Context: an optimization exercise on an open-source flow, tuned for small area. The choices shown serve that exercise and are no tape-out recipe. Function was checked by simulation only, so behaviour that the tests miss may differ from the original. The flow treats the clock pin as an ideal source, which a real chip does not have. No activity file was given, so power comes from the tool's default toggle rates.

==> module rpc_phy, before the edit <==
module rpc_phy #(
  parameter int unsigned WORD_WIDTH = 256
) (
  input  logic                    clk_0_i,
  input  logic                    rst_ni,
  input  logic [31:0]             cmd_i,
  input  logic                    cmd_valid_i,
  output logic                    cmd_ready_o,
  input  logic [WORD_WIDTH-1:0]   data_i,
  input  logic [63:0]             mask_i,
  output logic                    data_ready_o,
  output logic [WORD_WIDTH-1:0]   data_o,
  output logic                    data_valid_o,
  output logic                    data_last_o,
  output logic                    cs_n_o,
  output logic                    stb_o,
  output logic                    db_oe_o,
  output logic [31:0]             db_o,
  input  logic [31:0]             rd_slice_i,
  input  logic                    rd_slice_valid_i
);
  logic       stb_q, wr_q, rd_q;
  logic       dv_q;
  logic [2:0] cnt_q;
  logic [2:0] left_q;
  logic       pre_q;
  logic       idle, accept, take, cnt_end, left_zero;
  logic       sel_cm, sel_ld, sel_sh, sel_hd;
  logic [WORD_WIDTH-1:0] word_q, word_d, up, cm;
  assign idle      = ~(stb_q | wr_q | rd_q);
  assign accept    = idle & cmd_valid_i;
  assign take      = rd_q & ~stb_q & rd_slice_valid_i;
  assign cnt_end   = (cnt_q == 3'd7);
  assign left_zero = (left_q == 3'd0);
  always_ff @(posedge clk_0_i or negedge rst_ni) begin
    if (!rst_ni) begin
      stb_q <= 1'b0;
      wr_q  <= 1'b0;
      rd_q  <= 1'b0;
      dv_q  <= 1'b0;
    end else begin
      stb_q <= accept;
      if (accept)                                wr_q <= (cmd_i[31:30] == 2'b01);
      else if (wr_q & cnt_end & ~pre_q & left_zero) wr_q <= 1'b0;
      if (accept)                                rd_q <= (cmd_i[31:30] == 2'b10);
      else if (take & cnt_end & left_zero)       rd_q <= 1'b0;
      dv_q <= take & cnt_end;
    end
  end
  always_ff @(posedge clk_0_i) begin
    if (accept) begin
      cnt_q  <= {cmd_i[30], 1'b0, cmd_i[30]};
      left_q <= cmd_i[29:27];
      pre_q  <= 1'b1;
    end else begin
      if (wr_q | take) cnt_q <= cnt_q + 3'd1;
      if (cnt_end & ((wr_q & ~pre_q) | take)) left_q <= left_q - 3'd1;
      if (wr_q & cnt_end) pre_q <= 1'b0;
    end
  end
  assign cmd_ready_o  = idle;
  assign cs_n_o       = idle;
  assign stb_o        = stb_q;
  assign db_oe_o      = stb_q | wr_q;
  assign data_ready_o = wr_q & cnt_end & (pre_q | ~left_zero);
  assign data_valid_o = dv_q;
  assign data_last_o  = dv_q & ~rd_q;
  assign sel_cm = idle;
  assign sel_ld = wr_q & cnt_end;
  assign sel_hd = rd_q & ~rd_slice_valid_i;
  assign sel_sh = ~idle & ~sel_ld & ~sel_hd;
  assign cm = {{(WORD_WIDTH-96){1'b0}}, mask_i, cmd_i[15:0], cmd_i[31:16]};
  assign up = {rd_slice_i, word_q[WORD_WIDTH-1:32]};
  always_comb begin
    for (int i = 0; i < WORD_WIDTH; i++) begin
      if (i < 96)
        word_d[i] = (sel_cm & cm[i]) | (sel_ld & data_i[i]) | (sel_sh & up[i]) | (sel_hd & word_q[i]);
      else
        word_d[i] = (sel_ld & data_i[i]) | (sel_sh & up[i]) | (sel_hd & word_q[i]);
    end
  end
  logic [95:0]            low_q;
  logic [WORD_WIDTH-1:96] high_nq;
  always_ff @(posedge clk_0_i) begin
    low_q   <= word_d[95:0];
    high_nq <= ~word_d[WORD_WIDTH-1:96];
  end
  assign word_q = {~high_nq, low_q};
  assign data_o = word_q;
  assign db_o   = {word_q[15:0], word_q[31:16]};
endmodule
Settings: LEC_CHECK=0, CAP_MARGIN=20, CORE_AREA=5 5 245 245, CTS_BUF_LIST=sky130_fd_sc_hd__clkbuf_16, CTS_CLUSTER_DIAMETER=80, CTS_CLUSTER_SIZE=30, DIE_AREA=0 0 250 250, PLACE_DENSITY=0.75, SLEW_MARGIN=20; clock period 5.0 ns.
standard.sh (not shown) runs the stock make flow with config.mk's settings and CLKGATE_MAP_FILE= SYNTH_SCRIPT=/design/flow/synth_recipe.tcl, a recipe that flattens the netlist after the stock synthesis.
==> flow/flow/run.sh <==
#!/bin/bash
set -o pipefail
export BUFFER_PORTS_ARGS="-buffer_cell sky130_fd_sc_hd__buf_1"
export CTS_ARGS="-sink_clustering_enable -repair_clock_nets -sink_clustering_size 30 -sink_clustering_max_diameter 80 -buf_list sky130_fd_sc_hd__clkbuf_16 -dont_use_dummy_load"
export POST_CTS_TCL="$PWD/flow/post_cts.tcl"
bash standard.sh > standard_flow.log 2>&1
==> flow/flow/post_cts.tcl <==
# Area recovery after clock tree synthesis: shrink cells that have timing
# slack to spare, then fix any slew or capacitance this leaves
repair_timing -recover_power 100 -setup_margin 0.3
estimate_parasitics -placement
repair_design -slew_margin 20 -cap_margin 20
detailed_placement
check_placement -verbose
The baseline finished with timing, DRC and antenna clean.
Next try:
--- a/flow/design.v
+++ b/flow/design.v
@@ -18,13 +18,13 @@
   output logic                    db_oe_o,
   output logic [31:0]             db_o,
   input  logic [31:0]             rd_slice_i,
   input  logic                    rd_slice_valid_i
 );
   logic       stb_q, wr_q, rd_q;
-  logic       dv_q;
+  logic       dv_q, dl_q;
   logic [2:0] cnt_q;
   logic [2:0] left_q;
   logic       pre_q;
   logic       idle, accept, take, cnt_end, left_zero;
   logic       sel_cm, sel_ld, sel_sh, sel_hd;
   logic [WORD_WIDTH-1:0] word_q, word_d, up, cm;
@@ -36,19 +36,21 @@
   always_ff @(posedge clk_0_i or negedge rst_ni) begin
     if (!rst_ni) begin
       stb_q <= 1'b0;
       wr_q  <= 1'b0;
       rd_q  <= 1'b0;
       dv_q  <= 1'b0;
+      dl_q  <= 1'b0;
     end else begin
       stb_q <= accept;
       if (accept)                                wr_q <= (cmd_i[31:30] == 2'b01);
       else if (wr_q & cnt_end & ~pre_q & left_zero) wr_q <= 1'b0;
       if (accept)                                rd_q <= (cmd_i[31:30] == 2'b10);
       else if (take & cnt_end & left_zero)       rd_q <= 1'b0;
       dv_q <= take & cnt_end;
+      dl_q <= take & cnt_end & left_zero;
     end
   end
   always_ff @(posedge clk_0_i) begin
     if (accept) begin
       cnt_q  <= {cmd_i[30], 1'b0, cmd_i[30]};
       left_q <= cmd_i[29:27];
@@ -62,13 +64,13 @@
   assign cmd_ready_o  = idle;
   assign cs_n_o       = idle;
   assign stb_o        = stb_q;
   assign db_oe_o      = stb_q | wr_q;
   assign data_ready_o = wr_q & cnt_end & (pre_q | ~left_zero);
   assign data_valid_o = dv_q;
-  assign data_last_o  = dv_q & ~rd_q;
+  assign data_last_o  = dl_q;
   assign sel_cm = idle;
   assign sel_ld = wr_q & cnt_end;
   assign sel_hd = rd_q & ~rd_slice_valid_i;
   assign sel_sh = ~idle & ~sel_ld & ~sel_hd;
   assign cm = {{(WORD_WIDTH-96){1'b0}}, mask_i, cmd_i[15:0], cmd_i[31:16]};
   assign up = {rd_slice_i, word_q[WORD_WIDTH-1:32]};
Result:
- setup slack loses 0.032 ns
- wire length goes up by 1.5%
- cell count hardly moves
- via count goes up by 0.38%
- clock-buffer cell count stays the same
- design area hardly moves
- sequential power goes up by about 3%
- non-clock buffer count goes up by 1
- clock skew is about the same
- die area is unchanged
- core utilization is about the same
- hold slack gains 0.034 ns

[port drivers added, routing unchanged]
How much do the figures lean on ideal ports? The routed layouts below were timed once more, with nothing changed but the port constraints. Step 1 sets driving cells, clkbuf_16 on the clock port and buf_2 on the other inputs (assumed; they add their load-dependent delay and slew). Step 2 moves the port delays by t, midway between the first and last clock arrival at a register: inputs arrive t later, outputs are due t later. That takes back most of the time a late clock gives input paths. Slacks: no drivers / after step 1 / after step 2; pairs: no drivers / after step 1.
run | t, ns | slack for setup (ns) | worst register clock-pin slew, ns | pins driven straight from the clock port
the first run | 0.561 | 1.837 / 1.779 / 2.098 | 0.11 / 0.11 | 1
the second run | 0.567 | 1.805 / 1.747 / 1.588 | 0.11 / 0.11 | 1
After both steps setup and hold are still met in every run listed. The setup slack of the second run, which loses most, moves by -0.058 ns with the drivers and by -0.217 ns with both steps.
